This is an optimization exercise on Yosys and OpenROAD, whose aim is small area and a short achievable clock period, not a production implementation.
The RTL was checked by simulation tests, not by an equivalence proof against the original design.

==> run a <==
==> flow/design.v <==
module dm_dec3 (
  input  logic [2:0] a,
  output logic [7:0] y
);
  always_comb
    for (int i = 0; i < 8; i++) y[i] = (a == 3'(i));
endmodule
module dm_dec3n (
  input  logic [2:0] a,
  output logic [7:0] y_n
);
  always_comb
    for (int i = 0; i < 8; i++) y_n[i] = (a != 3'(i));
endmodule
module dm_ao8 (
  input  logic [7:0] d,
  input  logic [7:0] s,
  output logic       y
);
  assign y = |(d & s);
endmodule
module dm_en (
  input  logic nw,
  input  logic nb,
  output logic en
);
  assign en = ~(nw | nb);
endmodule
module dm_wl (
  input  logic lo_n,
  input  logic hi_n,
  output logic y
);
  assign y = ~(lo_n | hi_n);
endmodule
module dm_nor2 (
  input  logic a,
  input  logic b,
  output logic y
);
  assign y = ~(a | b);
endmodule
module dm_nand4 (
  input  logic [3:0] a,
  output logic       y
);
  assign y = ~&a;
endmodule
module dm_or8 (
  input  logic [7:0] d,
  output logic       y
);
  logic [3:0] n;
  for (genvar i = 0; i < 4; i++) begin : g_n
    dm_nor2 u_n (.a(d[2*i]), .b(d[2*i+1]), .y(n[i]));
  end
  dm_nand4 u_y (.a(n), .y(y));
endmodule
module dm_aoi22 (
  input  logic a,
  input  logic b,
  input  logic c,
  input  logic d,
  output logic y
);
  assign y = ~((a & b) | (c & d));
endmodule
module dm_nand2 (
  input  logic a,
  input  logic b,
  output logic y
);
  assign y = ~(a & b);
endmodule
module dm_nand3 (
  input  logic [2:0] a,
  output logic       y
);
  assign y = ~&a;
endmodule
module data_memory_sized #(
  parameter int DEPTH          = 64,
  parameter int ADDR_W         = $clog2(DEPTH) + 2,
  parameter bit CLEAR_ON_RESET = 1'b1
) (
  input  logic              clk,
  input  logic              rst_n,
  input  logic              mem_read,
  input  logic              mem_write,
  input  logic [1:0]        size,
  input  logic              load_unsigned,
  input  logic [ADDR_W-1:0] address,
  input  logic [31:0]       write_data,
  output logic [31:0]       read_data,
  output logic              read_valid,
  output logic              misaligned,
  output logic              busy
);
  localparam int IDX_W = ADDR_W - 2;
  logic [IDX_W-1:0] cnt;
  logic             fill, idle;
  always_ff @(posedge clk or negedge rst_n) begin
    if (!rst_n) begin
      fill <= CLEAR_ON_RESET;
      cnt  <= '0;
    end else if (fill) begin
      cnt <= cnt + 1'b1;
      if (cnt == IDX_W'(DEPTH - 1)) fill <= 1'b0;
    end
  end
  always_ff @(posedge clk or negedge rst_n) begin
    if (!rst_n)                                  idle <= ~CLEAR_ON_RESET;
    else if (fill && cnt == IDX_W'(DEPTH - 1))   idle <= 1'b1;
  end
  assign busy = ~idle;
  logic [5:0]  idx;
  logic [1:0]  ofs;
  logic        aligned, ld, st, lda;
  logic        sz_b, sz_h, sz_w;
  logic [3:0]  be;
  logic [31:0] wlane, wd;
  always_comb begin
    idx  = address[7:2];
    ofs  = address[1:0];
    sz_b = (size == 2'b00);
    sz_h = (size == 2'b01);
    sz_w = (size == 2'b10);
    aligned = sz_b | (sz_h & ~ofs[0]) | (sz_w & (ofs == 2'b00));
    ld  = mem_read & ~fill;
    lda = ld & aligned;
    st  = mem_write & ~fill & aligned;
    case (size)
      2'b00:   be = 4'b0001 << ofs;
      2'b01:   be = ofs[1] ? 4'b1100 : 4'b0011;
      2'b10:   be = 4'b1111;
      default: be = 4'b0000;
    endcase
    case (size)
      2'b00:   wlane = {4{write_data[7:0]}};
      2'b01:   wlane = {2{write_data[15:0]}};
      default: wlane = write_data;
    endcase
    wd = fill ? 32'd0 : wlane;
  end
  logic [31:0] mem [64];
  logic [7:0]  wlo, whi;
  logic [63:0] nwsel;
  logic [3:0]  nbsel;
  logic [3:0]  en [64];
  dm_dec3 u_wlo (.a(idx[2:0]), .y(wlo));
  dm_dec3 u_whi (.a(idx[5:3]), .y(whi));
  always_comb begin
    for (int w = 0; w < 64; w++) nwsel[w] = ~((whi[w/8] & wlo[w%8]) | fill);
    for (int b = 0; b < 4; b++)  nbsel[b] = ~((st & be[b]) | fill);
  end
  for (genvar w = 0; w < 64; w++) begin : g_wen
    for (genvar b = 0; b < 4; b++) begin : g_b
      dm_en u_en (.nw(nwsel[w]), .nb(nbsel[b]), .en(en[w][b]));
    end
  end
  always_ff @(posedge clk) begin
    for (int w = 0; w < 64; w++)
      for (int b = 0; b < 4; b++)
        if (en[w][b]) mem[w][8*b +: 8] <= wd[8*b +: 8];
  end
  logic [31:0] word, rd_d;
  logic [7:0]  part [32];
  logic [3:0]  sw1, sw2, sw3;
  logic [7:0]  rlo_n [4];
  logic [7:0]  rhi_n [4];
  logic [63:0] wl [4];
  for (genvar c = 0; c < 4; c++) begin : g_rdec
    dm_dec3n u_rlo (.a(idx[2:0]), .y_n(rlo_n[c]));
    dm_dec3n u_rhi (.a(idx[5:3]), .y_n(rhi_n[c]));
    for (genvar w = 0; w < 64; w++) begin : g_wl
      dm_wl u_wl (.lo_n(rlo_n[c][w%8]), .hi_n(rhi_n[c][w/8]), .y(wl[c][w]));
    end
  end
  for (genvar k = 0; k < 32; k++) begin : g_bit
    for (genvar g = 0; g < 8; g++) begin : g_grp
      logic [7:0] col;
      for (genvar i = 0; i < 8; i++) begin : g_w
        assign col[i] = mem[8*g+i][k];
      end
      dm_ao8 u_grp (.d(col), .s(wl[k/8][8*g +: 8]), .y(part[k][g]));
    end
    dm_or8 u_word (.d(part[k]), .y(word[k]));
  end
  for (genvar j = 0; j < 4; j++) begin : g_sw
    dm_or8 u_sw1 (.d(part[8*j+7]), .y(sw1[j]));
    dm_or8 u_sw2 (.d(part[8*j+7]), .y(sw2[j]));
    dm_or8 u_sw3 (.d(part[8*j+7]), .y(sw3[j]));
  end
  logic [3:0] s, ss, sb;
  logic       t1, t3, u;
  always_comb begin
    for (int j = 0; j < 4; j++) begin
      s[j]  = lda & (ofs == 2'(j));
      ss[j] = lda & ~load_unsigned &
              ((sz_b & (ofs == 2'(j))) | (sz_h & (j % 2 == 1) & (ofs == 2'(j - 1))));
      sb[j] = ss[j] & sz_b;
    end
    t1 = lda & ((sz_h & ~ofs[1]) | sz_w);
    t3 = lda & sz_h & ofs[1];
    u  = lda & sz_w;
  end
  logic        hold;
  logic [31:0] hq_n, a0_n, a1_n;
  logic [1:0]  sg1_n, sg2_n, sg3_n;
  assign hold = ~ld;
  for (genvar k = 0; k < 32; k++) begin : g_hq
    dm_nand2 u_hq (.a(hold), .b(read_data[k]), .y(hq_n[k]));
  end
  for (genvar h = 0; h < 2; h++) begin : g_sg
    dm_aoi22 u_sg1 (.a(sb[2*h]), .b(sw1[2*h]), .c(sb[2*h+1]), .d(sw1[2*h+1]), .y(sg1_n[h]));
    dm_aoi22 u_sg2 (.a(ss[2*h]), .b(sw2[2*h]), .c(ss[2*h+1]), .d(sw2[2*h+1]), .y(sg2_n[h]));
    dm_aoi22 u_sg3 (.a(ss[2*h]), .b(sw3[2*h]), .c(ss[2*h+1]), .d(sw3[2*h+1]), .y(sg3_n[h]));
  end
  for (genvar k = 0; k < 8; k++) begin : g_b0
    dm_aoi22 u_a0 (.a(s[0]), .b(word[k]), .c(s[1]), .d(word[8+k]), .y(a0_n[k]));
    dm_aoi22 u_a1 (.a(s[2]), .b(word[16+k]), .c(s[3]), .d(word[24+k]), .y(a1_n[k]));
    dm_nand3 u_d (.a({a0_n[k], a1_n[k], hq_n[k]}), .y(rd_d[k]));
  end
  for (genvar k = 8; k < 16; k++) begin : g_b1
    dm_aoi22 u_a0 (.a(t1), .b(word[k]), .c(t3), .d(word[16+k]), .y(a0_n[k]));
    dm_nand4 u_d (.a({a0_n[k], hq_n[k], sg1_n}), .y(rd_d[k]));
  end
  for (genvar k = 16; k < 32; k++) begin : g_b23
    dm_aoi22 u_a0 (.a(u), .b(word[k]), .c(hold), .d(read_data[k]), .y(a0_n[k]));
    if (k < 24) begin : g_2
      dm_nand3 u_d (.a({a0_n[k], sg2_n}), .y(rd_d[k]));
    end else begin : g_3
      dm_nand3 u_d (.a({a0_n[k], sg3_n}), .y(rd_d[k]));
    end
  end
  always_ff @(posedge clk or negedge rst_n) begin
    if (!rst_n) begin
      read_data  <= '0;
      read_valid <= 1'b0;
      misaligned <= 1'b0;
    end else begin
      read_data  <= rd_d;
      read_valid <= ld;
      misaligned <= (mem_read | mem_write) & ~fill & ~aligned;
    end
  end
endmodule
==> flow/flow/run.sh <==
#!/bin/bash
# Standard layout, except that the port buffers are buf_4 cells (the default pick,
# a delay cell, cannot be resized later under the platform's footprint matching),
# and the timing repair after global routing sees 25% more wire RC.
set -euo pipefail
bash standard.sh finish 'BUFFER_PORTS_ARGS=-buffer_cell sky130_fd_sc_hd__buf_4' \
  "PRE_GLOBAL_ROUTE_TCL=$PWD/flow/scale_rc.tcl" > make.log 2>&1
==> flow/flow/scale_rc.tcl <==
# Wire RC for the optimisation steps, 25% above the platform's estimate, so that
# timing repair leaves margin for the detailed routing's parasitics.
set rc_scale 1.25
foreach {layer c r} {
  li1  1.499e-04   7.176e-02
  met1 1.72375E-04 8.929e-04
  met2 1.36233E-04 8.929e-04
  met3 2.14962E-04 1.567e-04
  met4 1.48128E-04 1.567e-04
  met5 1.54087E-04 1.781e-05
} {
  set_layer_rc -layer $layer -capacitance [expr {$c * $rc_scale}] -resistance [expr {$r * $rc_scale}]
}
set_wire_rc -signal -layer met1
set_wire_rc -clock -layer met3
==> flow/standard.sh <==
#!/bin/bash
# synth_recipe.tcl (not shown) runs the flow's synth.tcl, then flattens the netlist and writes it again
# the make line also repeats each setting of config.mk as NAME=value (left out here)
make -C /OpenROAD-flow-scripts/flow DESIGN_CONFIG=/design/flow/config.mk WORK_HOME=/design/flow/orfs CLKGATE_MAP_FILE= SYNTH_SCRIPT=/design/flow/synth_recipe.tcl "${@:-finish}"
==> flow/config.mk <==
export PLATFORM = sky130hd
export DESIGN_NAME = data_memory_sized
export DESIGN_NICKNAME = data_memory_sized
export VERILOG_FILES = /design/flow/design.v
export SDC_FILE = /design/flow/constraint.sdc
export NUM_CORES = 4
export LEC_CHECK = 0
export CAP_MARGIN = 20
export CORE_MARGIN = 2
export CORE_UTILIZATION = 65
export CTS_CLUSTER_DIAMETER = 60
export CTS_CLUSTER_SIZE = 30
export SETUP_SLACK_MARGIN = 2.5
export SLEW_MARGIN = 60
export SYNTH_HIERARCHICAL = 1
export TNS_END_PERCENT = 10
==> flow/constraint.sdc <==
create_clock -name core_clock -period 5.0 [get_ports {clk}]
set_input_delay 1.0000 -clock core_clock [delete_from_list [all_inputs] [get_ports {clk}]]
set_output_delay 1.0000 -clock core_clock [all_outputs]
set_load 0.01 [all_outputs]
==> run b (differences from run a) <==
--- a/flow/design.v
+++ b/flow/design.v
@@ -33,50 +33,39 @@
 );
   assign y = ~(lo_n | hi_n);
 endmodule
-module dm_nor2 (
-  input  logic a,
-  input  logic b,
-  output logic y
-);
-  assign y = ~(a | b);
-endmodule
-module dm_nand4 (
-  input  logic [3:0] a,
-  output logic       y
-);
-  assign y = ~&a;
-endmodule
 module dm_or8 (
   input  logic [7:0] d,
   output logic       y
 );
-  logic [3:0] n;
-  for (genvar i = 0; i < 4; i++) begin : g_n
-    dm_nor2 u_n (.a(d[2*i]), .b(d[2*i+1]), .y(n[i]));
-  end
-  dm_nand4 u_y (.a(n), .y(y));
-endmodule
-module dm_aoi22 (
-  input  logic a,
-  input  logic b,
-  input  logic c,
-  input  logic d,
-  output logic y
-);
-  assign y = ~((a & b) | (c & d));
-endmodule
-module dm_nand2 (
-  input  logic a,
-  input  logic b,
-  output logic y
-);
-  assign y = ~(a & b);
-endmodule
-module dm_nand3 (
-  input  logic [2:0] a,
-  output logic       y
-);
-  assign y = ~&a;
+  assign y = |d;
+endmodule
+module dm_ext (
+  input  logic [31:0] word,
+  input  logic [3:0]  sw1,     
+  input  logic [3:0]  sw2,     
+  input  logic [3:0]  sw3,     
+  input  logic [31:0] q,
+  input  logic [3:0]  s,       
+  input  logic        t1,      
+  input  logic        t3,      
+  input  logic [3:0]  sb,      
+  input  logic        u,       
+  input  logic [3:0]  sbh,     
+  input  logic        hold,
+  output logic [31:0] d
+);
+  always_comb begin
+    for (int k = 0; k < 8; k++)
+      d[k] = (s[0] & word[k]) | (s[1] & word[8+k]) | (s[2] & word[16+k]) |
+             (s[3] & word[24+k]) | (hold & q[k]);
+    for (int k = 8; k < 16; k++)
+      d[k] = (t1 & word[k]) | (t3 & word[16+k]) | (hold & q[k]) |
+             (|(sb & sw1));
+    for (int k = 16; k < 24; k++)
+      d[k] = (u & word[k]) | (hold & q[k]) | (|(sbh & sw2));
+    for (int k = 24; k < 32; k++)
+      d[k] = (u & word[k]) | (hold & q[k]) | (|(sbh & sw3));
+  end
 endmodule
 module data_memory_sized #(
   parameter int DEPTH          = 64,
@@ -163,18 +152,15 @@
       for (int b = 0; b < 4; b++)
         if (en[w][b]) mem[w][8*b +: 8] <= wd[8*b +: 8];
   end
+  logic [7:0]  rlo_n, rhi_n;
+  logic [63:0] wl;
   logic [31:0] word, rd_d;
   logic [7:0]  part [32];
   logic [3:0]  sw1, sw2, sw3;
-  logic [7:0]  rlo_n [4];
-  logic [7:0]  rhi_n [4];
-  logic [63:0] wl [4];
-  for (genvar c = 0; c < 4; c++) begin : g_rdec
-    dm_dec3n u_rlo (.a(idx[2:0]), .y_n(rlo_n[c]));
-    dm_dec3n u_rhi (.a(idx[5:3]), .y_n(rhi_n[c]));
-    for (genvar w = 0; w < 64; w++) begin : g_wl
-      dm_wl u_wl (.lo_n(rlo_n[c][w%8]), .hi_n(rhi_n[c][w/8]), .y(wl[c][w]));
-    end
+  dm_dec3n u_rlo (.a(idx[2:0]), .y_n(rlo_n));
+  dm_dec3n u_rhi (.a(idx[5:3]), .y_n(rhi_n));
+  for (genvar w = 0; w < 64; w++) begin : g_wl
+    dm_wl u_wl (.lo_n(rlo_n[w%8]), .hi_n(rhi_n[w/8]), .y(wl[w]));
   end
   for (genvar k = 0; k < 32; k++) begin : g_bit
     for (genvar g = 0; g < 8; g++) begin : g_grp
@@ -182,7 +168,7 @@
       for (genvar i = 0; i < 8; i++) begin : g_w
         assign col[i] = mem[8*g+i][k];
       end
-      dm_ao8 u_grp (.d(col), .s(wl[k/8][8*g +: 8]), .y(part[k][g]));
+      dm_ao8 u_grp (.d(col), .s(wl[8*g +: 8]), .y(part[k][g]));
     end
     dm_or8 u_word (.d(part[k]), .y(word[k]));
   end
@@ -204,35 +190,10 @@
     t3 = lda & sz_h & ofs[1];
     u  = lda & sz_w;
   end
-  logic        hold;
-  logic [31:0] hq_n, a0_n, a1_n;
-  logic [1:0]  sg1_n, sg2_n, sg3_n;
-  assign hold = ~ld;
-  for (genvar k = 0; k < 32; k++) begin : g_hq
-    dm_nand2 u_hq (.a(hold), .b(read_data[k]), .y(hq_n[k]));
-  end
-  for (genvar h = 0; h < 2; h++) begin : g_sg
-    dm_aoi22 u_sg1 (.a(sb[2*h]), .b(sw1[2*h]), .c(sb[2*h+1]), .d(sw1[2*h+1]), .y(sg1_n[h]));
-    dm_aoi22 u_sg2 (.a(ss[2*h]), .b(sw2[2*h]), .c(ss[2*h+1]), .d(sw2[2*h+1]), .y(sg2_n[h]));
-    dm_aoi22 u_sg3 (.a(ss[2*h]), .b(sw3[2*h]), .c(ss[2*h+1]), .d(sw3[2*h+1]), .y(sg3_n[h]));
-  end
-  for (genvar k = 0; k < 8; k++) begin : g_b0
-    dm_aoi22 u_a0 (.a(s[0]), .b(word[k]), .c(s[1]), .d(word[8+k]), .y(a0_n[k]));
-    dm_aoi22 u_a1 (.a(s[2]), .b(word[16+k]), .c(s[3]), .d(word[24+k]), .y(a1_n[k]));
-    dm_nand3 u_d (.a({a0_n[k], a1_n[k], hq_n[k]}), .y(rd_d[k]));
-  end
-  for (genvar k = 8; k < 16; k++) begin : g_b1
-    dm_aoi22 u_a0 (.a(t1), .b(word[k]), .c(t3), .d(word[16+k]), .y(a0_n[k]));
-    dm_nand4 u_d (.a({a0_n[k], hq_n[k], sg1_n}), .y(rd_d[k]));
-  end
-  for (genvar k = 16; k < 32; k++) begin : g_b23
-    dm_aoi22 u_a0 (.a(u), .b(word[k]), .c(hold), .d(read_data[k]), .y(a0_n[k]));
-    if (k < 24) begin : g_2
-      dm_nand3 u_d (.a({a0_n[k], sg2_n}), .y(rd_d[k]));
-    end else begin : g_3
-      dm_nand3 u_d (.a({a0_n[k], sg3_n}), .y(rd_d[k]));
-    end
-  end
+  dm_ext u_ext (
+    .word(word), .sw1(sw1), .sw2(sw2), .sw3(sw3), .q(read_data), .s(s),
+    .t1(t1), .t3(t3), .sb(sb), .u(u), .sbh(ss), .hold(~ld), .d(rd_d)
+  );
   always_ff @(posedge clk or negedge rst_n) begin
     if (!rst_n) begin
       read_data  <= '0;
==> flow/flow/run.sh (replaced) <==
#!/bin/bash
# Standard layout, except that the port buffers are buf_4 cells: the default pick
# (a delay cell) cannot be resized later under the platform's footprint matching.
set -euo pipefail
bash standard.sh finish 'BUFFER_PORTS_ARGS=-buffer_cell sky130_fd_sc_hd__buf_4' > make.log 2>&1
Settings changed: SETUP_SLACK_MARGIN 2.5 to 2.2, SLEW_MARGIN 60 to 20, TNS_END_PERCENT 10 to not set.
removed: flow/flow/scale_rc.tcl
==> results.cfg <==
[run_status]
status = complete, no violations

[cts]
cts_buffers = 141

[floorplan]
tap_cells = 1524
dieHeight_um = 346

[placement]
dp_hpwl_um = 150000

[sta]
fin_worst_skew_ns = 0.0249

[critical_path]
critical_path_required_ns = 5.40
That was run b.
==> results.cfg <==
[run_status]
status = complete, no violations

[placement]
dp_hpwl_um = 154000

[cts]
cts_buffers = 134

[floorplan]
tap_cells = 1536
dieHeight_um = 349

[layout]
multi_input_area_share = 0.196

[critical_path]
critical_path_required_ns = 5.66
That was run a.

==> static timing again, ports no longer ideal <==
In the flow no input, the clock included, has a driving cell. The finished layouts below were timed again as built, in two steps. Step 1 assumes that a clkbuf_16 drives the clock port and a buf_2 every other input. Step 2 also shifts input and output timing later by t, the mid clock arrival at the registers, as if the neighbouring blocks saw the same clock. a / b / c = no drivers / after step 1 / after step 2; a / b = the first two.
run	t (ns)	slack for setup (ns)	hold slack, ns
run a	0.869	2.359 / 1.977 / 1.108	0.144 / 0.103 / 0.457
run b	0.839	2.019 / 1.910 / 1.072	0.243 / 0.204 / 0.473
After both steps every run listed still meets setup and hold. For run a, which loses most, drivers alone change the setup slack by -0.382 ns; drivers and shift together by -1.251 ns.
